Background: an optimization exercise with open tools, aiming at small area, a short achievable clock period and few clock cycles per item. Do not read the settings as production practice.
Where RTL was checked, it was by simulation tests only, not by an equivalence proof against the original.
The RTL of run 5 was laid out without a check of its function.
Power is estimated from default activity; no workload was simulated.

[flow/run.sh]
#!/bin/bash
set -euo pipefail
export BUFFER_PORTS_ARGS="-buffer_cell sky130_fd_sc_hd__buf_2"
export SETUP_SLACK_MARGIN=5.3
# clock tree: same settings as config.mk, without dummy balancing loads
export CTS_ARGS="-sink_clustering_enable -repair_clock_nets -dont_use_dummy_load -buf_list sky130_fd_sc_hd__clkbuf_8 -sink_clustering_size 12 -sink_clustering_max_diameter 50"
bash standard.sh > flow_make.log 2>&1
[standard.sh]
#!/bin/bash
# synth_recipe.tcl (not shown) runs the flow's synth.tcl, then flattens the netlist and writes it again
# the make line also repeats each setting of config.mk as NAME=value (left out here)
make -C /OpenROAD-flow-scripts/flow DESIGN_CONFIG=/design/flow/config.mk WORK_HOME=/design/flow/orfs CLKGATE_MAP_FILE= SYNTH_SCRIPT=/design/flow/synth_recipe.tcl "${@:-finish}"
[config.mk]
export PLATFORM = sky130hd
export DESIGN_NAME = ln_top
export DESIGN_NICKNAME = ln_top
export VERILOG_FILES = /design/flow/design.v
export SDC_FILE = /design/flow/constraint.sdc
export NUM_CORES = 4
export LEC_CHECK = 0
export CAP_MARGIN = 20
export CORE_MARGIN = 2
export CORE_UTILIZATION = 45
export CTS_BUF_LIST = sky130_fd_sc_hd__clkbuf_8
export CTS_CLUSTER_DIAMETER = 50
export CTS_CLUSTER_SIZE = 12
export PLACE_DENSITY = 0.6
export SLEW_MARGIN = 20
[constraint.sdc]
create_clock -name core_clock -period 9.0 [get_ports {core_clk}]
set_input_delay 1.8000 -clock core_clock [delete_from_list [all_inputs] [get_ports {core_clk}]]
set_output_delay 1.8000 -clock core_clock [all_outputs]
set_load 0.01 [all_outputs]
[design.v]
package ln_pkg;
    typedef enum logic [1:0] {
        IDLE,
        SUM,    
        DIV,    
        OUT     
    } ln_state_e;
    typedef struct packed {
        logic [6:0] m;
        logic [4:0] e;
    } ln_div_t;
    typedef struct packed {
        logic [12-1:0]          channel_number;   
        logic [15:0]                  im_base;
        logic [15:0]                  om_base;
        logic [11:0]                  ifm_align;        
        logic [11:0]                  ofm_align;
        logic [11:0]                  block_count;
        logic [3:0]                   shift_out;
        logic [4*12-1:0]      div;              
    } ln_cfg_t;
    typedef struct packed {
        ln_state_e           state;
        logic [12-1:0] cnt;    
    } ln_phase_t;
    typedef struct packed {
        logic                  ren;
        logic [13-1:0] raddr;
        logic                  wen;
        logic [13-1:0] waddr;
    } ln_lbuf_req_t;
    typedef struct packed {
        logic                    ren;
        logic                    wen;
        logic [11-1:0] addr;    
    } ln_cache_req_t;
    typedef struct packed {
        logic clear;
        logic acc_en;
        logic mean_start;
        logic out_en;
    } ln_lane_ctl_t;
endpackage
`timescale 1ns/1ps
module ln_top (
    input  logic                  core_clk,
    input  logic                  rst_n,
    input  logic                  ln_start,       
    input  ln_pkg::ln_cfg_t       cfg,            
    input  logic [(4 * 4 * 8)-1:0] lbuf_rdata,
    input  logic [(4 * 4 * 8)-1:0] cache_rdata,
    output logic                  ln_end,
    output ln_pkg::ln_lbuf_req_t  lbuf_req,
    output logic [(4 * 4 * 8)-1:0] lbuf_wdata,
    output ln_pkg::ln_cache_req_t cache_req,
    output logic [(4 * 4 * 8)-1:0] cache_wdata
);
    localparam int ROWS  = 4 * 4;
    localparam int ACC_W = 19;                    
    localparam int P_W   = 26;                    
    localparam logic [1:0] PT_SUMC = 2'd0;
    localparam logic [1:0] PT_SUMX = 2'd1;
    localparam logic [1:0] PT_OUTL = 2'd2;
    localparam logic [4:0] GAP     = 5'd17;       
    logic [13-1:0] ia_q, oa_q;
    logic [12-1:0]   n_q;
    logic [2:0] sh_s3;       
    logic [6:0] sh_mask;     
    logic       sh_s8;       
    always_ff @(posedge core_clk) begin
        ia_q  <= 13'(cfg.ifm_align);
        oa_q  <= 13'(cfg.ofm_align);
        n_q   <= cfg.channel_number;
        sh_s8 <= cfg.shift_out[3];
        sh_s3 <= cfg.shift_out[3] ? 3'd0 : cfg.shift_out[2:0];
        for (int j = 0; j < 7; j++)
            sh_mask[j] <= cfg.shift_out[3] || (cfg.shift_out[2:0] >= 3'(7 - j));
    end
    logic                  busy;
    logic                  act;         
    logic                  first;       
    logic [1:0]            pt;          
    logic [1:0]            pend;        
    logic [12-1:0]   cnt;         
    logic [4:0]            gap;
    logic                  gap_on;
    logic [11:0]           sl;          
    logic                  cren;
    logic [13-1:0] raddr, rbase, rnext;
    logic                  last_req;
    logic                  go;          
    logic                  lastn;       
    assign last_req = act && lastn;
    assign rnext    = rbase + ia_q;
    assign go       = gap_on && (gap == 5'd1);
    always_ff @(posedge core_clk or negedge rst_n) begin
        if (!rst_n) begin
            busy   <= 1'b0;
            act    <= 1'b0;
            first  <= 1'b0;
            gap_on <= 1'b0;
            cren   <= 1'b0;
        end else begin
            first <= 1'b0;
            if (!busy) begin
                if (ln_start) begin
                    busy  <= 1'b1;
                    act   <= 1'b1;
                    first <= 1'b1;
                end
            end else if (last_req) begin
                if (pt == PT_OUTL) begin
                    if (sl == 12'd1) begin
                        busy <= 1'b0;
                        act  <= 1'b0;
                    end else begin
                        first <= 1'b1;
                    end
                end else begin
                    act    <= 1'b0;
                    cren   <= 1'b0;
                    gap_on <= 1'b1;
                end
            end else if (go) begin
                gap_on <= 1'b0;
                act    <= 1'b1;
                first  <= 1'b1;
                cren   <= (pend == PT_SUMX);
            end
        end
    end
    always_ff @(posedge core_clk) begin
        if (!busy) begin
            pt    <= PT_SUMC;
            cnt   <= cfg.channel_number;
            lastn <= (cfg.channel_number == 12'(1));
            raddr <= cfg.im_base[13-1:0];
            rbase <= cfg.im_base[13-1:0];
            sl    <= cfg.block_count;
        end else if (act && !last_req) begin
            cnt   <= cnt - 12'(1);
            lastn <= (cnt == 12'(2));
            raddr <= raddr + 13'(1);
        end else if (last_req) begin
            gap  <= GAP;
            pend <= (pt == PT_SUMX || sl == 12'd1) ? PT_OUTL : PT_SUMX;
            if (pt == PT_OUTL) begin
                pt    <= PT_SUMC;
                cnt   <= n_q;
                lastn <= (n_q == 12'(1));
                raddr <= rnext;
                rbase <= rnext;
                sl    <= sl - 12'd1;
            end
        end else if (gap_on) begin
            gap <= gap - 5'd1;
            if (go) begin
                pt    <= pend;
                cnt   <= n_q;
                lastn <= (n_q == 12'(1));
                if (pend == PT_SUMX) begin
                    raddr <= rnext;
                    rbase <= rnext;
                    sl    <= sl - 12'd1;
                end else begin
                    raddr <= rbase;
                end
            end
        end
    end
    logic p0_sum, p0_cwr, p0_out, p0_srcc, p0_jlast;
    logic p1_sum, p1_cwr, p1_out, p1_srcc, p1_first, p1_last, p1_jlast;
    logic p2_sum, p2_cwr, p2_out, p2_srcc, p2_first, p2_last, p2_jlast;
    logic p3_sum, p3_cwr, p3_out, p3_last, p3_jlast;
    logic p4_last, p4_jlast;
    logic lwen;
    logic [13-1:0]   waddr, wbase, wnext;
    logic [11-1:0] caddr;
    assign p0_sum   = act && (pt != PT_OUTL);
    assign p0_cwr   = act && (pt == PT_SUMC);
    assign p0_out   = act && (pt != PT_SUMC);
    assign p0_srcc  = (pt == PT_SUMX);
    assign p0_jlast = (pt == PT_OUTL) && (sl == 12'd1);
    assign wnext    = wbase + oa_q;
    always_ff @(posedge core_clk or negedge rst_n) begin
        if (!rst_n) begin
            {p1_sum, p1_cwr, p1_out, p1_srcc, p1_first, p1_last, p1_jlast} <= '0;
            {p2_sum, p2_cwr, p2_out, p2_srcc, p2_first, p2_last, p2_jlast} <= '0;
            {p3_sum, p3_cwr, p3_out, p3_last, p3_jlast}                    <= '0;
            {p4_last, p4_jlast}                                            <= '0;
            lwen   <= 1'b0;
            ln_end <= 1'b0;
        end else begin
            {p1_sum, p1_cwr, p1_out, p1_srcc, p1_first, p1_last, p1_jlast} <=
                {p0_sum, p0_cwr, p0_out, p0_srcc, first, last_req, p0_jlast};
            {p2_sum, p2_cwr, p2_out, p2_srcc, p2_first, p2_last, p2_jlast} <=
                {p1_sum, p1_cwr, p1_out, p1_srcc, p1_first, p1_last, p1_jlast};
            {p3_sum, p3_cwr, p3_out, p3_last, p3_jlast} <=
                {p2_sum, p2_cwr, p2_out, p2_last, p2_jlast};
            {p4_last, p4_jlast} <= {p3_last, p3_jlast};
            lwen   <= p3_out;
            ln_end <= lwen && p4_last && p4_jlast;
        end
    end
    always_ff @(posedge core_clk) begin
        if (!busy && ln_start) begin
            waddr <= cfg.om_base[13-1:0];
            wbase <= cfg.om_base[13-1:0];
        end else if (lwen) begin
            waddr <= p4_last ? wnext : waddr + 13'(1);
            if (p4_last) wbase <= wnext;
        end
        if (go)
            caddr <= '0;
        else if (cren)
            caddr <= caddr + 11'(1);
        else if (p2_cwr)
            caddr <= p2_first ? '0 : caddr + 11'(1);
    end
    assign lbuf_req.ren   = act;
    assign lbuf_req.raddr = raddr;
    assign lbuf_req.wen   = lwen;
    assign lbuf_req.waddr = waddr;
    assign cache_req.ren  = cren;
    assign cache_req.wen  = p3_cwr;
    assign cache_req.addr = caddr;
    logic [(4 * 4 * 8)-1:0] r_o;
    always_ff @(posedge core_clk) begin
        r_o <= p2_srcc ? cache_rdata : lbuf_rdata;
    end
    assign cache_wdata = r_o;
    logic                    ex_on;
    logic [3:0]              ek;
    logic [3:0]              ek_n;
    logic [6:0]              m_reg, m_d;
    logic [4:0]              e_reg, e_d, e_d2;
    logic                    sv, pv;
    logic signed [ACC_W-1:0] s_reg;
    logic signed [ACC_W+1:0] s3_reg;    
    logic signed [ACC_W+1:0] ms0, ms1, ms2;
    logic signed [22:0]      pa;        
    logic signed [21:0]      pb;        
    logic signed [P_W-1:0]   prod;
    logic signed [P_W-1:0]   quo;
    logic [P_W-1:0]          hmask;     
    logic                    ovf;
    logic signed [8:0]       mean_new;
    logic [ACC_W-1:0]        acc  [ROWS];
    logic signed [8:0]       mean [ROWS];
    logic [11:0]             div_sel;
    assign ek_n    = ex_on ? ek + 4'd1 : 4'd0;
    assign div_sel = cfg.div[ek_n[3:2]*12 +: 12];
    always_ff @(posedge core_clk or negedge rst_n) begin
        if (!rst_n) begin
            ex_on <= 1'b0;
            ek    <= '0;
            sv    <= 1'b0;
            pv    <= 1'b0;
        end else begin
            sv <= ex_on;
            pv <= sv;
            if (p2_sum && p2_last) begin
                ex_on <= 1'b1;
                ek    <= '0;
            end else if (ex_on) begin
                ek <= ek + 4'd1;
                if (ek == 4'd15) ex_on <= 1'b0;
            end
        end
    end
    always_ff @(posedge core_clk) begin
        m_reg <= div_sel[11:5];
        e_reg <= div_sel[4:0];
        s_reg  <= signed'(acc[0] - {n_q, 7'd0});
        s3_reg <= 21'(signed'(acc[0] - {n_q, 7'd0})) * 21'sd3;
        m_d    <= m_reg;
        e_d    <= e_reg;
        pa     <= 23'(ms0) + (23'(ms1) <<< 2);
        pb     <= 22'(ms2) + (22'(m_d[6] ? 21'(s_reg) : 21'sd0) <<< 2);
        e_d2  <= e_d;
    end
    function automatic logic signed [ACC_W+1:0] mul2(input logic [1:0] dg,
                                                     input logic signed [ACC_W-1:0] a,
                                                     input logic signed [ACC_W+1:0] a3);
        case (dg)
            2'd0:    mul2 = '0;
            2'd1:    mul2 = 21'(a);
            2'd2:    mul2 = 21'(a) <<< 1;
            default: mul2 = a3;
        endcase
    endfunction
    assign ms0 = mul2(m_d[1:0], s_reg, s3_reg);
    assign ms1 = mul2(m_d[3:2], s_reg, s3_reg);
    assign ms2 = mul2(m_d[5:4], s_reg, s3_reg);
    assign prod = P_W'(pa) + (P_W'(pb) <<< 4);
    assign quo  = prod >>> e_d2;
    for (genvar j = 0; j < P_W; j++) begin : g_hmask
        assign hmask[j] = (j >= 8) && (6'(j) >= 6'(e_d2) + 6'd8);
    end
    assign ovf = |((prod ^ {P_W{prod[P_W-1]}}) & hmask);
    always_comb begin
        if (ovf)
            mean_new = prod[P_W-1] ? -9'sd256 : 9'sd255;
        else
            mean_new = quo[8:0];
    end
    for (genvar r = 0; r < ROWS; r++) begin : g_row
        logic [7:0]       u;
        logic [8:0]       lo;
        logic [10:0]      hi;
        logic [ACC_W-1:0] nxt;
        logic [9:0]       d;
        logic [9:0]       ne;
        logic             nf;
        logic             sg;
        logic [7:0]       shl;
        assign u  = p2_sum ? {~lbuf_rdata[r*8+7], lbuf_rdata[r*8 +: 7]} : 8'd0;
        assign lo = {1'b0, acc[r][7:0]} + {1'b0, u};
        assign hi = acc[r][18:8] + {10'd0, lo[8]};
        if (r == ROWS - 1) begin : g_tail
            assign nxt = '0;
        end else begin : g_link
            assign nxt = acc[r+1];
        end
        always_ff @(posedge core_clk or negedge rst_n) begin
            if (!rst_n)
                acc[r] <= '0;
            else
                acc[r] <= ex_on ? nxt : {hi, lo[7:0]};
        end
        always_ff @(posedge core_clk) begin
            if (pv) mean[r] <= (r == ROWS - 1) ? mean_new : mean[(r + 1) % ROWS];
        end
        assign d   = {{2{r_o[r*8+7]}}, r_o[r*8 +: 8]} - {mean[r][8], mean[r]};
        assign sg  = d[9];
        assign ne  = d ^ {10{sg}};
        assign nf  = ne[8] | ne[7] | (|(ne[6:0] & sh_mask)) | (sh_s8 & sg);
        assign shl = d[7:0] << sh_s3;
        always_ff @(posedge core_clk) begin
            lbuf_wdata[r*8 +: 8] <= nf ? {sg, {7{~sg}}} : shl;
        end
    end
endmodule
==> results of run 1 <==
[cell usage after synthesis (115+ instances only)]
master	number	area (um2)
clkbuf_1	206	773
edfxtp_1	228	6850
dfxtp_1	429	8590
inv_1	456	1710
mux2_2	319	3590
nor2_1	458	1720
xor2_1	202	1770
a21oi_1	350	1750
nand3_1	166	831
nand2_1	621	2330
dfrtp_1	338	8460
and2_1	145	907
xnor2_1	306	2680
o21ai_0	563	2820
ha_1	449	5620
a21o_1	115	863
[path summary, 6_finish.rpt]
path / from / to / cells after the start / slack, ns
min in group asynchronous: rst_n / acc[8][0]$_DFF_PN0_ / 1 / 0.96
max: pb[0]$_DFF_P_ / mean[15][7]$_DFFE_PP_ / 17 / 5.24
max in group asynchronous: rst_n / acc[12][15]$_DFF_PN0_ / 3 / 6.21
min: e_reg[3]$_DFF_P_ / e_d[3]$_DFF_P_ / 0 / 0.29
max reg2reg: pb[0]$_DFF_P_ / mean[15][7]$_DFFE_PP_ / 17 / 5.24
min reg2reg: e_reg[3]$_DFF_P_ / e_d[3]$_DFF_P_ / 0 / 0.29
[through the flow]
stage | std cells | power [W]
2_1_floorplan | 6506 | 0.0132
3_3_place_gp | 8739 | 0.0151
3_5_place_dp | 8739 | 0.0153
4_1_cts | 8963 | 0.0194
5_1_grt | 9060 | 0.0218
6_report | 9072 | 0.0203
[metal layers]
layer	global-route usage	up-vias	wire, um
met5	0	-	128
met4	0.0792	22	5920
li1	-	24200	-
met1	0.406	24200	91500
met2	0.423	1815	86200
met3	0.0616	327	17500
[final cells by class]
| class | count | area (um2) | share of cell area |
|---|---|---|---|
| repair buffers | 915 | 5570 | 0.0767 |
| flip-flops and latches | 995 | 24000 | 0.330 |
| diodes | 14 | 35.0 | 0.000482 |
| clock buffers | 134 | 1840 | 0.0254 |
| well taps | 1768 | 2210 | 0.0305 |
| inverters | 461 | 1730 | 0.0238 |
| multi-input cells | 4785 | 37300 | 0.513 |
[cell families (layout without fill, tap and decap cells)]
logic type,Yosys count,in the layout,share of synthesized area
other cells,0,14,0
mux,450,450,0.0863
simple gates,1780,1781,0.138
flops,995,995,0.393
fa+ha+maj,488,488,0.105
buf+inv,727,1510,0.0466
compound gates,1558,1558,0.158
xor+xnor,508,508,0.0731
[worst max-delay path: cells and delay by family, from the launching register on]
| kind | cells | cell delay [ns] |
|---|---|---|
| compound gates | 5 | 0.64 |
| xor+xnor | 1 | 0.15 |
| fa+ha+maj | 2 | 0.49 |
| buf+inv | 3 | 0.37 |
| flops | 1 | 0.35 |
| mux | 1 | 0.15 |
| simple gates | 5 | 1.33 |
[power groups by stage]
stage / combinational (W) / clock [W] / sequential (W)
floorplan: 0.00681 / 0 / 0.00643
global placement: 0.00840 / 0 / 0.00674
detailed placement: 0.00855 / 0 / 0.00676
CTS: 0.00969 / 0.00303 / 0.00669
global route: 0.0118 / 0.00318 / 0.00683
finish: 0.0106 / 0.00293 / 0.00670
[repair_timing]
item | CTS | global route
pin swaps | 77 | 189
hold buffers | 0 | 0
setup buffers | 87 | 94
endpoints found under the setup margin | 287 | 200
gates cloned | 3 | 1
resized for setup | 199 | 284
==> notes.md, run 1 <==
status=complete, no violations; largest net degree at the start of global routing=233; max-cap check violation count=0; Tot GR Track Use=0.282; placed cell areas=67100 um2; slowest stage delay, CP=0.43 ns; detailed placement HPWL=153000 um; 1st-iter DRT viols=4680; switching power=0.00801 W; Via Count=50.7k; H-tree depth=4; clock share of power=0.145; final hold violations=0; max reg flops=304; fillers=12.3k; initial antenna violation count=40; final wirelength=201000 um; P_leak=30.6 nW; Slew @ Worst Pin=1.09 ns; Mapped Area=60800 um2; final worst setup slack=5.24 ns; Yosys warnings=3; setup violators final=0; vias in the first global route=47.7k; fmax=0.266 GHz; Wirelength per Cell=22.2 um; CTS tree=done; Period minus WS final=3.76 ns; Layout Nets=8171; setup slack at placement=4.29 ns; first-pass GRT wire length=296000 um; I/O pin cnt=689; final core utilization=0.543; Hold Crit Class=reg -> reg; Reg power frac=0.331; PortBufs=682; worst-path cell chain=ha_4, inv_2, fa_2, nor2b_2, o211ai_1, a21oi_2, buf_4, o31ai_4, xnor2_2, nor2b_1, or4_4, nor4b_4, mux2i_2, nor4_4, buf_6, a21oi_2, a21o_1; final worst-path cycle share=0.418; synth-to-layout area growth=19.4%; Internal=0.0123 W; DIE AREA=138000 um2; Switching Share=0.395; Final Max Slew Viols=0; Net Count, Synth=7385; Root Driver=clkbuf_8; final instance area=72600 um2; Setup TNS=0 ns; height of the die=372 um; starting density of the core=0.455; Clock Path Buffers=3; Slew HR=0.272; Syn Inst Count=6506; Critical Path RT=9.56 ns; Seq cells post-synth=995; Placer Congestion=0.971; commonest non-fill, non-tap cell in the layout=buf_2; GRT overflow=0; asr flop ratio synth=0.340; DRT Pass-1 Iters=6; EDFF count, synth=228; Top reg by flops=acc; Reg clk slew, reported paths=0.08 ns; Top cell by count, worst path=a21oi_2; main flop type after synthesis=dfxtp_1; cts bufs inserted=134; Regs by FF count=acc (304), mean (144); Worst-Skew Late Latency=0.87 ns; WS Path Type=reg -> reg; core outline area=134000 um2; via/cell ratio=5.58; worst hold margin=0.290 ns; num rows=134; largest fanout on the critical path=4; sequential area share after synthesis=0.393; Clock Skews=0.0891 ns; drt drc=0; PD cells=279 nW/um2; Critical Path Start Type=flop; Logic pwr share=0.525; Routed Antenna Nets=0; die width=372 um; layout cells sized above 1=0.273; Synth cell types=111; Worst EP arrival=4.32 ns; RSZ-0062 raised after global routing=true; Syn Area/Cell=9.35 um2; Peak VDD IR=0.230 mV; most frequent cells in the layout=674 x buf_2, 610 x nand2_1, 432 x inv_1, 417 x nor2_1, 402 x dfxtp_1; CTS sink cnt=995; slowest stage cell on the critical path=or4_4; crit path capture type=flop
Testbench counts, summed over its fixed seeds: cycles 69,324, items 40,736.
==> run 2: changes to the inputs <==
--- a/design.v
+++ b/design.v
@@ -62,5 +62,5 @@
     localparam logic [1:0] PT_SUMX = 2'd1;
     localparam logic [1:0] PT_OUTL = 2'd2;
-    localparam logic [4:0] GAP     = 5'd17;       
+    localparam logic [4:0] GAP     = 5'd18;       
     logic [13-1:0] ia_q, oa_q;
     logic [12-1:0]   n_q;
@@ -225,9 +225,11 @@
     assign cache_req.wen  = p3_cwr;
     assign cache_req.addr = caddr;
-    logic [(4 * 4 * 8)-1:0] r_o;
+    logic [(4 * 4 * 8)-1:0] r_l;    
+    logic [(4 * 4 * 8)-1:0] r_o;    
     always_ff @(posedge core_clk) begin
+        r_l <= p2_sum ? lbuf_rdata : '0;
         r_o <= p2_srcc ? cache_rdata : lbuf_rdata;
     end
-    assign cache_wdata = r_o;
+    assign cache_wdata = r_l;
     logic                    ex_on;
     logic [3:0]              ek;
@@ -260,5 +262,5 @@
             sv <= ex_on;
             pv <= sv;
-            if (p2_sum && p2_last) begin
+            if (p3_sum && p3_last) begin
                 ex_on <= 1'b1;
                 ek    <= '0;
@@ -315,5 +317,5 @@
         logic             sg;
         logic [7:0]       shl;
-        assign u  = p2_sum ? {~lbuf_rdata[r*8+7], lbuf_rdata[r*8 +: 7]} : 8'd0;
+        assign u  = {r_l[r*8+7] ^ p3_sum, r_l[r*8 +: 7]};
         assign lo = {1'b0, acc[r][7:0]} + {1'b0, u};
         assign hi = acc[r][18:8] + {10'd0, lo[8]};
==> notes.md, run 2 <==
CTS sink cnt=1124 (+13%); Peak VDD IR=0.235 mV (+2.2%); Seq cells post-synth=1124 (+13%); CTS Hold Buffers Added=0 (unchanged); commonest non-fill, non-tap cell in the layout=buf_2; main flop type after synthesis=dfxtp_1; WS Path Type=reg -> reg; final core utilization=0.517 (-0.0254); final worst-path cycle share=0.411 (-0.00654); Final Max Slew Viols=0 (unchanged); asr flop ratio synth=0.302 (-0.0381); detailed placement HPWL=156000 um (+1.7%); largest fanout on the critical path=4 (unchanged); DIE AREA=144000 um2 (+4.6%); H-tree depth=4 (unchanged); final wirelength=204000 um (+1.4%); PD cells=439 nW/um2 (+57%); setup slack at placement=4.41 ns (+0.121 ns); Yosys top cell area share=0.175 (+0.0340); Post-synth top cells=647 x nand2_1, 584 x o21ai_0, 557 x dfxtp_1, 449 x ha_1, 444 x inv_1; height of the die=380 um (+2.3%); Critical Path RT=9.60 ns (+0.04 ns); I/O pin cnt=689 (unchanged); count leader, synth=nand2_1; Regs by FF count=acc (304), mean (144); core outline area=141000 um2 (+5.3%); PortBufs=682 (unchanged); Synth cell types=98 (-12%); Via Count=51.4k (+1.4%); Hold Crit Class=reg -> reg; Clock Skews=0.0888 ns (-0.000289 ns); layout cells sized above 1=0.207 (-0.0656); Layout Nets=8258 (+1.1%); most frequent cells in the layout=683 x buf_2, 644 x nand2_1, 563 x o21ai_0, 544 x dfxtp_1, 439 x inv_1; die width=380 um (+2.3%); initial antenna violation count=29 (-28%); Root Driver=clkbuf_8; M3 GR Usage=0.0599 (-0.00173); fmax=0.270 GHz (+1.6%); Worst-Skew Late Latency=0.90 ns (+0.03 ns); starting density of the core=0.452 (-0.00291); drt drc=0 (unchanged); Slew HR=0.283 (+0.0107); Clock Path Buffers=3 (unchanged); Setup TNS=0 ns (unchanged); DRT Pass-1 Iters=6 (unchanged); Wirelength per Cell=22.0 um (-0.82%); Critical Path Start Type=flop; Syn Area/Cell=9.53 um2 (+2.0%); Period minus WS final=3.70 ns (-0.0588 ns); Yosys top cell by area=dfxtp_1; synth-to-layout area growth=14.5%; max-cap check violation count=0 (unchanged); Tot GR Track Use=0.274 (-0.00777); Syn Inst Count=6676 (+2.6%); Mapped Area=63600 um2 (+4.6%); via/cell ratio=5.54 (-0.82%); worst hold margin=0.263 ns (-0.0270 ns); setup violators final=0 (unchanged); EDFF count, synth=228 (unchanged); CTS tree=done; P_leak=32.6 nW (+6.5%); final hold violations=0 (unchanged); Slew @ Worst Pin=1.07 ns (-0.0146 ns); Top reg by flops=acc; Worst EP arrival=4.30 ns (-0.02 ns); Placer Congestion=0.951 (-2.0%); met1 usage=0.348 (-0.0576); GRT overflow=0 (unchanged); Hold Crit Depth=0 (unchanged); routing usage on met2=0.450 (+0.0268); first-pass GRT wire length=303000 um (+2.6%); cells on worst reg2reg path=15 (-2); register area=26500 um2 (+11%); RSZ-0062 raised after global routing=true; fillers=13.2k (+7.2%); crit path capture type=flop; status=complete, no violations; Net Count, Synth=7555 (+2.3%); final worst setup slack=5.30 ns (+0.0588 ns); sequential area share after synthesis=0.416 (+0.0233); largest cells by area after synthesis=dfxtp_1 18%, dfrtp_1 13%, edfxtp_1 11%; busiest grt layer=met2; 1st-iter DRT viols=3802 (-19%); Yosys warnings=3 (unchanged); largest net degree at the start of global routing=217 (-6.9%); vias in the first global route=50.5k (+6.0%); max reg flops=304 (unchanged); Routed Antenna Nets=0 (unchanged); cts bufs inserted=149 (+11%); area of the multi-input gates=35500 um2 (-4.8%); num rows=138 (+3.0%); Reg clk slew, reported paths=0.07 ns (about the same)
run 2: cell types whose count changed in the layout (fill, tap and decap cells not counted), sizes merged, moves of 18 or more:
cell    before  now
dfxtp      429  557
buf        912  825
and2       145  180
nor2       461  426
a211oi      43   70
nand2      621  647
nand3      166  140
xnor2      306  330
mux2       321  300
o21a        46   25
a31oi       40   20
xor2       202  222
or3         21   40
o31ai       31   49
run 2: final cells by class:
| cell class | instances | share of cell area |
|---|---|---|
| multi-input combinational | 4828 | 0.487 |
| sequential | 1124 | 0.364 |
| timing repair buffer | 828 | 0.0651 |
| tap | 1890 | 0.0324 |
| clock buffer | 149 | 0.0281 |
| inverter | 448 | 0.0232 |
| antenna | 7 | 0.000240 |
run 2: per-layer routing:
metal	up-vias	share of wire
met5	-	0.00062
met4	22	0.044
met3	392	0.067
met2	1517	0.47
met1	24800	0.42
li1	24600	-
run 2: path summary, 6_finish.rpt:
path	start	end	slack, ns
max	pb[0]$_DFF_P_	mean[15][8]$_DFFE_PP_	5.30
min reg2reg	m_reg[5]$_DFF_P_	m_d[5]$_DFF_P_	0.26
min	m_reg[5]$_DFF_P_	m_d[5]$_DFF_P_	0.26
min in group asynchronous	rst_n	acc[15][5]$_DFF_PN0_	0.86
max in group asynchronous	rst_n	ex_on$_DFF_PN0_	6.66
max reg2reg	pb[0]$_DFF_P_	mean[15][8]$_DFFE_PP_	5.30
run 2: per-stage QoR:
step / area [um2] / total power (W) / instances
after floorplan: 63700 / 0.0219 / 6676
after global placement: 68800 / 0.0267 / 9027
after detailed placement: 68800 / 0.0270 / 9028
after CTS: 71900 / 0.0312 / 9225
after global routing: 72900 / 0.0344 / 9270
final: 72900 / 0.0320 / 9274
run 2: cells by family (layout without fill, tap and decap cells):
kind of cell	Yosys count	in the layout	synth area share
AOI/OAI and AO/OA	1587	1587	0.155
xor gates and xnor gates	553	553	0.0763
buffers and inverters	724	1425	0.0439
DFF	1124	1124	0.416
and+or+nand+nor	1773	1773	0.130
muxes	427	427	0.0778
adders and majority gates	488	488	0.101
other	0	7	0
run 2: report_power, final:
part           switching (W)  internal, W  leakage [nW]
combinational         0.0114      0.00857          20.2
sequential           0.00157      0.00722          11.4
clock                0.00180      0.00146          1.07
run 2: worst max-delay path: stages, from the launching register on:
cell      delay, ns
dfxtp_2        0.35
ha_4           0.14
inv_2          0.03
fa_2           0.33
nand2b_4       0.16
a21oi_4        0.18
o2111a_2       0.25
mux2i_1        0.08
or4_1          0.52
o2111a_1       0.28
mux2_4         0.30
o221ai_4       0.19
nor3_4         0.08
buf_6          0.13
or2_4          0.24
o221a_1        0.13
run 2: timing repair:
item                                    CTS  global route
pin swaps                                54            77
endpoints found under the setup margin   95           129
cloned                                    2             3
hold endpoints to repair                  0             0
gates resized for setup                 136           123
setup buffers                            46            38
Testbench counts of run 2, summed over its fixed seeds: cycles 69,512, items 40,736.
==> run 3: changes to the inputs <==
==> flow/run.sh (replaced) <==
#!/bin/bash
set -euo pipefail
export BUFFER_PORTS_ARGS="-buffer_cell sky130_fd_sc_hd__buf_2"
export SETUP_SLACK_MARGIN=5.6
# clock tree: same settings as config.mk, without dummy balancing loads
export CTS_ARGS="-sink_clustering_enable -repair_clock_nets -dont_use_dummy_load -buf_list sky130_fd_sc_hd__clkbuf_8 -sink_clustering_size 12 -sink_clustering_max_diameter 50"
bash standard.sh > flow_make.log 2>&1
==> notes.md, run 3 <==
Top reg by flops=acc; WS Path Type=reg -> reg; Yosys top cell area share=0.175 (unchanged); drt drc=0 (unchanged); initial antenna violation count=30 (+3.4%); 1st-iter DRT viols=3991 (+5.0%); RSZ-0062 raised after global routing=true; slowest stage cell on the critical path=or4_4; Setup TNS=0 ns (unchanged); synth-to-layout area growth=17.7%; Synth cell types=98 (unchanged); count leader, synth=nand2_1; EDFF count, synth=228 (unchanged); die width=380 um (unchanged); Placer Congestion=0.977 (+2.8%); Via Count=51.9k (+1.1%); Yosys warnings=3 (unchanged); Worst EP arrival=4.46 ns (+0.16 ns); Syn Area/Cell=9.53 um2 (unchanged); asr flop ratio synth=0.302 (unchanged); Slew @ Worst Pin=1.16 ns (+0.0872 ns); largest fanout on the critical path=5 (+1); most frequent cells in the layout=674 x buf_2, 641 x nand2_1, 521 x o21ai_0, 482 x dfxtp_1, 432 x inv_1; Post-synth top cells=647 x nand2_1, 584 x o21ai_0, 557 x dfxtp_1, 449 x ha_1, 444 x inv_1; setup violators final=0 (unchanged); final worst-path cycle share=0.428 (+0.0165); slowest stage delay, CP=0.49 ns (-0.03 ns); Yosys top cell by area=dfxtp_1; Slew HR=0.224 (-0.0582); final wirelength=210000 um (+2.9%); first-pass GRT wire length=312000 um (+2.8%); final worst setup slack=5.15 ns (-0.149 ns); sequential area share after synthesis=0.416 (unchanged); Hold Crit Class=reg -> reg; Tot GR Track Use=0.282 (+0.00786); layout cells sized above 1=0.247 (+0.0395); cts bufs inserted=146 (-2.0%); core outline area=141000 um2 (unchanged); height of the die=380 um (unchanged); Critical Path RT=9.61 ns (about the same); main flop type after synthesis=dfxtp_1; largest cells by area after synthesis=dfxtp_1 18%, dfrtp_1 13%, edfxtp_1 11%; commonest non-fill, non-tap cell in the layout=buf_2; Syn Inst Count=6676 (unchanged); Clock Path Buffers=3 (unchanged); worst hold margin=0.306 ns (+0.0430 ns); vias in the first global route=51.2k (+1.3%); Mapped Area=63600 um2 (unchanged); Routed Antenna Nets=0 (unchanged); Clock Skews=0.0880 ns (-0.000768 ns); starting density of the core=0.452 (unchanged); Regs by FF count=acc (304), mean (144); worst-path cell chain=ha_4, inv_2, fa_2, nand2b_4, a21oi_4, o2111a_2, mux2i_1, or4_4, o2111a_1, mux2_4, o221ai_4, nor3_4, buf_6, buf_12, or2_4, o221a_1; via/cell ratio=5.53 (-0.17%); PortBufs=682 (unchanged); final instance area=74900 um2 (+2.8%); num rows=138 (unchanged); CTS sink cnt=1124 (unchanged); fmax=0.260 GHz (-3.9%); DIE AREA=144000 um2 (unchanged); Layout Nets=8366 (+1.3%); setup slack at placement=4.34 ns (-0.0721 ns); Root Driver=clkbuf_8; Wirelength per Cell=22.4 um (+1.6%); Reg clk slew, reported paths=0.08 ns (about the same); final hold violations=0 (unchanged); detailed placement HPWL=157000 um (+0.95%); Peak VDD IR=0.203 mV (-14%); I/O pin cnt=689 (unchanged); DRT Pass-1 Iters=5 (-1); max-cap check violation count=0 (unchanged); PD cells=451 nW/um2 (+2.7%); Net Count, Synth=7555 (unchanged); placed cell areas=68900 um2 (+0.13%); Final Max Slew Viols=0 (unchanged); P_leak=33.4 nW (+2.4%); largest net degree at the start of global routing=222 (+2.3%); status=complete, no violations; H-tree depth=4 (unchanged); crit path capture type=flop; GRT overflow=0 (unchanged); max reg flops=304 (unchanged); CTS tree=done; Period minus WS final=3.85 ns (+0.149 ns); Critical Path Start Type=flop; Seq cells post-synth=1124 (unchanged); Worst-Skew Late Latency=0.91 ns (about the same)
-- run 3: cell counts after synthesis --
No cell type changed its count.
-- run 3: critical path, delay by kind of cell, from the launching register on --
| family | cells | cell delay [ns] |
|---|---|---|
| adder cells (fa/ha/maj) | 2 | 0.49 |
| AND/OR/NAND/NOR | 4 | 0.97 |
| AO/OA/AOI/OAI | 5 | 1.09 |
| multiplexers | 2 | 0.39 |
| flip-flops | 1 | 0.34 |
| buffers and inverters | 3 | 0.29 |
-- run 3: where the power goes --
part | switching (W) | total (W) | internal, W
clock | 0.00181 | 0.00324 | 0.00143
sequential | 0.00158 | 0.00882 | 0.00724
combinational | 0.0121 | 0.0217 | 0.00960
total | 0.0155 | 0.0338 | 0.0183
-- run 3: kinds of logic (layout without fill, tap and decap cells) --
group           after synthesis  count (layout)  synth area share
compound gates             1587            1587             0.155
other cells                   0              15                 0
fa+ha+maj                   488             488             0.101
flops                      1124            1124             0.416
simple gates               1773            1773             0.130
xor+xnor                    553             553            0.0763
buf+inv                     724            1533            0.0439
mux                         427             427            0.0778
-- run 3: final timing paths --
kind,end,from,depth (start not counted),slack [ns]
worst min register to register,m_d[5]$_DFF_P_,m_reg[5]$_DFF_P_,0,0.31
worst min-delay path,m_d[5]$_DFF_P_,m_reg[5]$_DFF_P_,0,0.31
max in group asynchronous,pv$_DFF_PN0_,rst_n,2,6.68
worst max-delay path,mean[15][8]$_DFFE_PP_,pb[0]$_DFF_P_,16,5.15
worst max register to register,mean[15][8]$_DFFE_PP_,pb[0]$_DFF_P_,16,5.15
min in group asynchronous,acc[14][2]$_DFF_PN0_,rst_n,1,0.87
-- run 3: cell type report --
class	count	area, um2
antenna	15	37.5
timing repair buffer	939	5820
sequential	1124	26600
inverter	448	1690
tap	1890	2360
clock buffer	146	2010
multi-input combinational	4828	36400
fill	13000	66000
-- run 3: metal layers --
metal  global-route usage  wire [um]
met1                0.361      88400
met2                0.454      96400
met3               0.0617      14300
met4                0.131      10700
met5                    0        120
-- run 3: repair_timing --
| action | 4_1_cts | 5_1_grt |
|---|---|---|
| resized for setup | 319 | 265 |
| cloned | 7 | 1 |
| setup buffers | 116 | 80 |
| endpoints found under the setup margin | 227 | 182 |
| pin swaps | 112 | 145 |
| hold buffers | 0 | 0 |
-- run 3: through the flow --
stage | cells | power (W) | utilization
3_5_place_dp | 9024 | 0.0272 | 0.489
6_report | 9390 | 0.0338 | 0.532
3_3_place_gp | 9024 | 0.0269 | 0.489
4_1_cts | 9293 | 0.0322 | 0.520
5_1_grt | 9379 | 0.0362 | 0.532
2_1_floorplan | 6676 | 0.0220 | -
==> run 4: changes to the inputs <==
==> flow/run.sh (replaced) <==
#!/bin/bash
set -euo pipefail
export BUFFER_PORTS_ARGS="-buffer_cell sky130_fd_sc_hd__buf_2"
export SETUP_SLACK_MARGIN=5.3
bash standard.sh > flow_make.log 2>&1
==> notes.md, run 4 <==
Layout Nets=8271 (-1.1%); GRT overflow=0 (unchanged); main flop type after synthesis=dfxtp_1; Setup TNS=0 ns (unchanged); Net Count, Synth=7555 (unchanged); Worst EP arrival=4.49 ns (+0.03 ns); Top reg by flops=acc; core outline area=141000 um2 (unchanged); Routed Antenna Nets=0 (unchanged); Seq cells post-synth=1124 (unchanged); layout cells sized above 1=0.218 (-0.0287); first-pass GRT wire length=304000 um (-2.3%); status=complete, no violations; clock share of power=0.129 (+0.033); via/cell ratio=5.49 (-0.64%); slowest stage delay, CP=0.46 ns (-0.03 ns); Root Driver=clkbuf_8; asr flop ratio synth=0.302 (unchanged); fmax=0.271 GHz (+4.4%); CTS tree=done; Post-synth top cells=647 x nand2_1, 584 x o21ai_0, 557 x dfxtp_1, 449 x ha_1, 444 x inv_1; num rows=138 (unchanged); setup slack at placement=4.41 ns (+0.0721 ns); DRT Pass-1 Iters=6 (+1); final wirelength=205000 um (-2.5%); WS Path Type=reg -> reg; 1st-iter DRT viols=3915 (-1.9%); height of the die=380 um (unchanged); Syn Inst Count=6676 (unchanged); detailed placement HPWL=156000 um (-0.94%); Syn Area/Cell=9.53 um2 (unchanged); CTS Hold Buffers Added=0 (unchanged); EDFF count, synth=228 (unchanged); starting density of the core=0.452 (unchanged); setup violators final=0 (unchanged); synth-to-layout area growth=16.6%; Via Count=51.7k (-0.35%); initial antenna violation count=29 (-3.3%); Critical Path RT=9.81 ns (+0.20 ns); drt drc=0 (unchanged); Reg power frac=0.265 (+0.004); Clock Path Buffers=3 (unchanged); Wirelength per Cell=21.7 um (-2.7%); count leader, synth=nand2_1; Final Max Slew Viols=0 (unchanged); vias in the first global route=50.8k (-0.85%); final worst setup slack=5.32 ns (+0.163 ns); fillers=13.1k (+0.50%); worst-path cell chain=ha_4, nor2b_1, o21ai_1, nand2b_1, a21oi_2, nor2b_2, o21ai_1, nand2_1, a41oi_1, nor2b_1, xnor2_1, ha_1, ha_1, nand3_1, nand3_1, o41ai_1, xnor2_1; DIE AREA=144000 um2 (unchanged); Hold Crit Class=reg -> reg; RSZ-0062 raised after global routing=true; sequential area share after synthesis=0.416 (unchanged); Yosys top cell area share=0.175 (unchanged); cts bufs inserted=149 (+2.1%); Slew @ Worst Pin=1.08 ns (-0.0783 ns); Synth cell types=98 (unchanged); PD cells=447 nW/um2 (-0.91%); Yosys top cell by area=dfxtp_1; Reg clk slew, reported paths=0.08 ns (about the same); die width=380 um (unchanged); Yosys warnings=3 (unchanged); P_leak=33.3 nW (-0.20%); slowest stage cell on the critical path=dfrtp_2; Logic pwr share=0.606 (-0.037); Critical Path Start Type=flop; Regs by FF count=acc (304), mean (144); Tot GR Track Use=0.275 (-0.00721); Peak VDD IR=0.245 mV (+21%); max-cap check violation count=0 (unchanged); largest cells by area after synthesis=dfxtp_1 18%, dfrtp_1 13%, edfxtp_1 11%; switching power=0.0152 W (-2.2%); Mapped Area=63600 um2 (unchanged); PortBufs=682 (unchanged); largest net degree at the start of global routing=217 (-2.3%); CTS sink cnt=1124 (unchanged); commonest non-fill, non-tap cell in the layout=buf_2; largest fanout on the critical path=5 (unchanged); final worst-path cycle share=0.409 (-0.0182); Internal=0.0180 W (-1.5%); crit path capture type=flop; worst hold margin=0.295 ns (-0.0113 ns); final hold violations=0 (unchanged); Slew HR=0.277 (+0.0523); most frequent cells in the layout=683 x buf_2, 645 x nand2_1, 563 x o21ai_0, 544 x dfxtp_1, 460 x inv_1; Clock Skews=0.0589 ns (-0.0291 ns); Switching Share=0.458 (-0.00173); Placer Congestion=0.951 (-2.7%); Period minus WS final=3.68 ns (-0.163 ns); H-tree depth=4 (unchanged); max reg flops=304 (unchanged); I/O pin cnt=689 (unchanged); Worst-Skew Late Latency=0.91 ns (about the same)
run 4: cell count changes in the layout (fill, tap and decap cells not counted), moves of 25 or more:
cell     previous run  this run
buf_4             219       133
dfxtp_1           482       544
dfxtp_2            56         3
o21ai_0           521       563
inv_1             432       460
a21oi_1           299       326
a21oi_2            52        27
run 4: kinds of logic after synthesis:
logic type,count (synthesis),synth area share
xor+xnor,553,0.0763
compound gates,1587,0.155
flops,1124,0.416
fa+ha+maj,488,0.101
buf+inv,724,0.0439
simple gates,1773,0.130
mux,427,0.0778
run 4: final cells by class:
class	count	area, um2	area share
Clock inverter	107	983	0.0133
Multi-Input combinational cell	4828	35400	0.477
Tap cell	1890	2360	0.0319
Timing Repair Buffer	841	4880	0.0657
Sequential cell	1124	26500	0.358
Antenna cell	12	30.0	0.000405
Clock buffer	167	2300	0.0310
Inverter	448	1700	0.0229
run 4: routing by layer:
metal | global-route usage | share of wire | vias up
met2 | 0.450 | 0.47 | 1594
met5 | 0 | 0.00048 | -
met3 | 0.0611 | 0.068 | 383
li1 | - | - | 24800
met4 | 0.118 | 0.044 | 16
met1 | 0.349 | 0.42 | 24900
run 4: repair_timing:
| action | in CTS | in global routing |
|---|---|---|
| cloned | 2 | 4 |
| pin swaps | 54 | 69 |
| setup buffers | 47 | 49 |
| hold endpoints to repair | 0 | 0 |
| gates resized for setup | 136 | 122 |
| setup endpoints to repair | 103 | 133 |
run 4: final timing paths:
path,from,end,slack (ns),cells after the start
max in group asynchronous,rst_n,ex_on$_DFF_PN0_,6.70,2
min in group asynchronous,rst_n,acc[15][0]$_DFF_PN0_,0.85,1
setup reg to reg,acc[0][8]$_DFF_PN0_,s3_reg[19]$_DFF_P_,5.32,17
hold / removal,m_reg[5]$_DFF_P_,m_d[5]$_DFF_P_,0.30,0
setup / recovery,acc[0][8]$_DFF_PN0_,s3_reg[19]$_DFF_P_,5.32,17
hold reg to reg,m_reg[5]$_DFF_P_,m_d[5]$_DFF_P_,0.30,0
run 4: stage by stage:
step / instances / instance area [um2] / power (W) / util
after CTS: 9351 / 73100 / 0.0322 / 0.519
after detailed placement: 9028 / 68800 / 0.0270 / 0.488
after floorplan: 6676 / 63700 / 0.0219 / -
after global routing: 9410 / 74200 / 0.0356 / 0.527
after global placement: 9027 / 68800 / 0.0267 / 0.488
final: 9417 / 74200 / 0.0332 / 0.527
run 4: power by group through the flow:
stage / clock, W / sequential (W) / combinational [W]
2_1_floorplan: 0 / 0.00827 / 0.0136
5_1_grt: 0.00459 / 0.00896 / 0.0220
6_report: 0.00429 / 0.00878 / 0.0201
3_5_place_dp: 0 / 0.00884 / 0.0181
3_3_place_gp: 0 / 0.00884 / 0.0179
4_1_cts: 0.00439 / 0.00879 / 0.0190
run 4: critical path: cells and delay by family, from the launching register on:
family / cells / cell delay (ns)
compound gates: 5 / 1.04
xor+xnor: 2 / 0.38
fa+ha+maj: 3 / 0.90
flops: 1 / 0.46
simple gates: 7 / 0.82
==> run 5: changes to the inputs <==
--- a/design.v
+++ b/design.v
@@ -173,5 +173,4 @@
     logic p2_sum, p2_cwr, p2_out, p2_srcc, p2_first, p2_last, p2_jlast;
     logic p3_sum, p3_cwr, p3_out, p3_last, p3_jlast;
-    logic p4_last, p4_jlast;
     logic lwen;
     logic [13-1:0]   waddr, wbase, wnext;
@@ -188,5 +187,4 @@
             {p2_sum, p2_cwr, p2_out, p2_srcc, p2_first, p2_last, p2_jlast} <= '0;
             {p3_sum, p3_cwr, p3_out, p3_last, p3_jlast}                    <= '0;
-            {p4_last, p4_jlast}                                            <= '0;
             lwen   <= 1'b0;
             ln_end <= 1'b0;
@@ -198,7 +196,6 @@
             {p3_sum, p3_cwr, p3_out, p3_last, p3_jlast} <=
                 {p2_sum, p2_cwr, p2_out, p2_last, p2_jlast};
-            {p4_last, p4_jlast} <= {p3_last, p3_jlast};
-            lwen   <= p3_out;
-            ln_end <= lwen && p4_last && p4_jlast;
+            lwen   <= p2_out;
+            ln_end <= lwen && p3_last && p3_jlast;
         end
     end
@@ -208,6 +205,6 @@
             wbase <= cfg.om_base[13-1:0];
         end else if (lwen) begin
-            waddr <= p4_last ? wnext : waddr + 13'(1);
-            if (p4_last) wbase <= wnext;
+            waddr <= p3_last ? wnext : waddr + 13'(1);
+            if (p3_last) wbase <= wnext;
         end
         if (go)
@@ -225,11 +222,9 @@
     assign cache_req.wen  = p3_cwr;
     assign cache_req.addr = caddr;
-    logic [(4 * 4 * 8)-1:0] r_l;    
-    logic [(4 * 4 * 8)-1:0] r_o;    
-    always_ff @(posedge core_clk) begin
-        r_l <= p2_sum ? lbuf_rdata : '0;
-        r_o <= p2_srcc ? cache_rdata : lbuf_rdata;
-    end
-    assign cache_wdata = r_l;
+    logic [(4 * 4 * 8)-1:0] x_o;    
+    logic [(4 * 4 * 8)-1:0] q;
+    assign x_o         = p2_srcc ? cache_rdata : lbuf_rdata;
+    assign lbuf_wdata  = q;
+    assign cache_wdata = q;
     logic                    ex_on;
     logic [3:0]              ek;
@@ -262,5 +257,5 @@
             sv <= ex_on;
             pv <= sv;
-            if (p3_sum && p3_last) begin
+            if (p2_sum && p2_last) begin
                 ex_on <= 1'b1;
                 ek    <= '0;
@@ -317,5 +312,5 @@
         logic             sg;
         logic [7:0]       shl;
-        assign u  = {r_l[r*8+7] ^ p3_sum, r_l[r*8 +: 7]};
+        assign u  = p2_sum ? {~lbuf_rdata[r*8+7], lbuf_rdata[r*8 +: 7]} : 8'd0;
         assign lo = {1'b0, acc[r][7:0]} + {1'b0, u};
         assign hi = acc[r][18:8] + {10'd0, lo[8]};
@@ -334,5 +329,5 @@
             if (pv) mean[r] <= (r == ROWS - 1) ? mean_new : mean[(r + 1) % ROWS];
         end
-        assign d   = {{2{r_o[r*8+7]}}, r_o[r*8 +: 8]} - {mean[r][8], mean[r]};
+        assign d   = {{2{x_o[r*8+7]}}, x_o[r*8 +: 8]} - {mean[r][8], mean[r]};
         assign sg  = d[9];
         assign ne  = d ^ {10{sg}};
@@ -340,5 +335,5 @@
         assign shl = d[7:0] << sh_s3;
         always_ff @(posedge core_clk) begin
-            lbuf_wdata[r*8 +: 8] <= nf ? {sg, {7{~sg}}} : shl;
+            q[r*8 +: 8] <= p2_cwr ? lbuf_rdata[r*8 +: 8] : (nf ? {sg, {7{~sg}}} : shl);
         end
     end
==> flow/run.sh (replaced) <==
#!/bin/bash
set -euo pipefail
export BUFFER_PORTS_ARGS="-buffer_cell sky130_fd_sc_hd__buf_2"
export SETUP_SLACK_MARGIN=5.3
# clock tree: same settings as config.mk, without dummy balancing loads
export CTS_ARGS="-sink_clustering_enable -repair_clock_nets -dont_use_dummy_load -buf_list sky130_fd_sc_hd__clkbuf_8 -sink_clustering_size 12 -sink_clustering_max_diameter 50"
bash standard.sh > flow_make.log 2>&1
==> notes.md, run 5 <==
final wirelength=217000 um (+6.0%); I/O pin cnt=689 (unchanged); Yosys warnings=3 (unchanged); largest net degree at the start of global routing=214 (-1.4%); Net Count, Synth=7506 (-0.65%); Post-synth top cells=740 x nand2_1, 536 x o21ai_0, 449 x ha_1, 407 x inv_1, 398 x nor2_1; Peak VDD IR=0.237 mV (-2.9%); num rows=133 (-3.6%); EDFF count, synth=228 (unchanged); Slew @ Worst Pin=1.25 ns (+0.168 ns); fmax=0.229 GHz (-16%); fillers=11.7k (-10%); adder-cell share of the synthesized area=0.107 (+0.00658); Critical Path Start Type=primary input; hold path start=e_reg[1]$_DFF_P_; drt drc=0 (unchanged); initial antenna violation count=38 (+31%); GRT overflow=0 (unchanged); asr flop ratio synth=0.388 (+0.0861); commonest non-fill, non-tap cell in the layout=nand2_1; status=complete, no violations; max-cap check violation count=0 (unchanged); sequential area share after synthesis=0.356 (-0.0602); Setup TNS=0 ns (unchanged); Placer Congestion=0.942 (-0.96%); most frequent cells in the layout=725 x nand2_1, 640 x buf_2, 367 x inv_1, 341 x buf_4, 339 x nor2_1; Yosys top cell area share=0.140 (-0.0349); CTS tree=done; count leader, synth=nand2_1; P_leak=32.4 nW (-2.9%); layout cells sized above 1=0.317 (+0.0986); Via Count=53.7k (+3.8%); Clock Skews=0.116 ns (+0.0567 ns); Syn Inst Count=6627 (-0.73%); placed cell areas=65600 um2 (-4.6%); Yosys top cell by area=dfrtp_1; WS Path Type=in -> reg; largest fanout on the critical path=7 (+2); Worst-Skew Late Latency=0.89 ns (-0.02 ns); H-tree depth=3 (-1); Critical R2R Capture=q[43]$_DFF_P_; first-pass GRT wire length=316000 um (+3.9%); Synth Area in Compound Gates=0.178 (+0.0222); Final Max Slew Viols=0 (unchanged); Mapped Area=59700 um2 (-6.1%); Clock Path Buffers=3 (unchanged); final worst-path cycle share=0.485 (+0.0757); cts bufs inserted=118 (-21%); vias in the first global route=51.2k (+0.86%); core outline area=132000 um2 (-6.6%); Layout Nets=8340 (+0.83%); Synth cell types=112 (+14%); max reg flops=304 (unchanged); proportion of synthesized area in mux cells=0.0717 (-0.00610); DRT Pass-1 Iters=8 (+2); cells on worst reg2reg path=23 (+6); Period minus WS final=4.37 ns (+0.682 ns); via/cell ratio=5.82 (+5.9%); Hold Crit Class=reg -> reg; PortBufs=682 (unchanged); setup violators final=0 (unchanged); die width=368 um (-3.1%); PD cells=443 nW/um2 (-0.74%); Slew HR=0.165 (-0.111); Routed Antenna Nets=0 (unchanged); Top reg by flops=acc; crit path capture type=flop; Reg clk slew, reported paths=0.08 ns (about the same); worst r2r src=p2_srcc$_DFF_PN0_; Seq cells post-synth=864 (-23%); synth-to-layout area growth=25.4%; Regs by FF count=acc (304), mean (144), q (128); Worst EP arrival=5.13 ns (+0.64 ns); CTS sink cnt=864 (-23%); RSZ-0062 raised after global routing=true; 1st-iter DRT viols=5245 (+34%); detailed placement HPWL=154000 um (-0.83%); main combinational cell family by area after synthesis=compound AO/OA/AOI/OAI gates; Critical Path RT=9.76 ns (-0.05 ns); WHS Endpoint=e_d[1]$_DFF_P_; starting density of the core=0.454 (+0.00211); DIE AREA=136000 um2 (-6.1%); final instance area=74900 um2 (+0.93%); Tot GR Track Use=0.305 (+0.0304); final hold violations=0 (unchanged); height of the die=368 um (-3.1%); r2r setup slk=4.79 ns (-0.53 ns); XOR/XNOR Fraction of Synth Area=0.0772 (+0.000845); Syn Area/Cell=9.01 um2 (-5.4%); simple-gate share of the synthesized area=0.149 (+0.0192); Wirelength per Cell=23.5 um (+8.2%); main flop type after synthesis=dfrtp_1; Hold Crit Depth=0 (unchanged); Root Driver=clkbuf_8; largest cells by area after synthesis=dfrtp_1 14%, edfxtp_1 11%, dfxtp_1 10%
-- run 5: logic make-up (layout without fill, tap and decap cells) --
group	count (synthesis)	count (layout)
compound gates	1640	1643
fa+ha+maj	488	488
mux	371	371
xor+xnor	521	521
buf+inv	828	1653
flops	864	864
simple gates	1915	1919
other cells	0	14
-- run 5: per-layer routing --
layer,track usage,up-vias,wire [um]
met5,0,-,119
met4,0.120,18,10300
met3,0.0575,525,18700
met2,0.464,2281,94200
met1,0.427,26000,93700
li1,-,24900,-
-- run 5: how the worst max path moves through the flow --
stage / startpoint / to / depth (start not counted)
after floorplan: lbuf_rdata[49] / q[48]$_DFF_P_ / 14
after global placement: lbuf_rdata[0] / q[4]$_DFF_P_ / 15
after detailed placement: lbuf_rdata[25] / q[27]$_DFF_P_ / 13
after CTS: lbuf_rdata[40] / q[45]$_DFF_P_ / 16
after global routing: lbuf_rdata[40] / q[47]$_DFF_P_ / 22
final: cache_rdata[120] / q[122]$_DFF_P_ / 17
-- run 5: report_power, final --
part           internal [W]  leakage [nW]  switching (W)
sequential          0.00585          9.11        0.00164
clock               0.00114         0.848        0.00145
combinational        0.0106          22.4         0.0125
total                0.0176          32.4         0.0156
-- run 5: per-stage QoR --
stage | setup slack [ns] | hold slack, ns | cells | total power (W) | util
finish | 4.63 | 0.279 | 9228 | 0.0332 | 0.569
global route | 4.60 | 0.284 | 9218 | 0.0355 | 0.569
CTS | 4.74 | 0.291 | 9057 | 0.0310 | 0.543
detailed placement | 3.37 | 0.315 | 8703 | 0.0256 | 0.498
global placement | 3.45 | 0.312 | 8702 | 0.0254 | 0.498
floorplan | 4.12 | 0.310 | 6627 | 0.0211 | -
-- run 5: what timing repair did --
action                                  CTS  global route
buffers inserted                        221           151
endpoints found under the setup margin  239           238
pin swaps                               212           373
gates resized for setup                 493           388
hold buffers                              0             0
gates cloned                             15             4
-- run 5: worst max-delay path, stage by stage --
cell      delay (ns)
buf_12          0.12
mux2i_1         0.15
ha_2            0.22
inv_2           0.04
fa_2            0.34
a21o_1          0.17
a21oi_2         0.16
buf_4           0.13
buf_6           0.10
xnor2_4         0.06
a221o_1         0.33
a2111o_1        0.49
nor3_4          0.20
o41ai_4         0.11
buf_6           0.17
nor3b_4         0.34
o22a_1          0.17
-- run 5: final cells by class --
| cell class | instances | area, um2 | area share |
|---|---|---|---|
| repair buffers | 1122 | 7830 | 0.105 |
| flip-flops and latches | 864 | 21300 | 0.285 |
| clock buffers | 118 | 1620 | 0.0217 |
| multi-input cells | 4942 | 40300 | 0.539 |
| inverters | 413 | 1560 | 0.0208 |
| diodes | 14 | 35.0 | 0.000468 |
| well taps | 1755 | 2200 | 0.0293 |

==> re-timing with driven ports <==
How much do the figures lean on ideal ports? The routed layouts below were timed once more, with nothing changed but the port constraints. Step 1, drivers: a clkbuf_16 drives core_clk and a buf_2 each remaining input, both assumed. Step 2 times the ports against the registers' clock, not the clock port: input delays grow and output delays shrink by t, the midpoint of the rising clock arrivals with the driver on. Three values: no drivers, after step 1, after step 2; two values: the first two.
| run | t, ns | slack for setup (ns) | slew at the worst register clock pin (ns) |
|---|---|---|---|
| run 1 | 0.905 | 5.242 / 5.227 / 4.322 | 0.09 / 0.09 |
| run 2 | 0.936 | 5.301 / 5.301 / 5.301 | 0.09 / 0.09 |
| run 3 | 0.941 | 5.152 / 5.152 / 5.152 | 0.08 / 0.08 |
| run 4 | 0.958 | 5.315 / 5.315 / 5.315 | 0.09 / 0.09 |
| run 5 | 0.901 | 4.633 / 4.557 / 3.655 | 0.09 / 0.09 |
After both steps setup and hold are still met in every run listed. The setup slack of run 5, which loses most, moves by -0.076 ns with the drivers and by -0.978 ns with both steps.
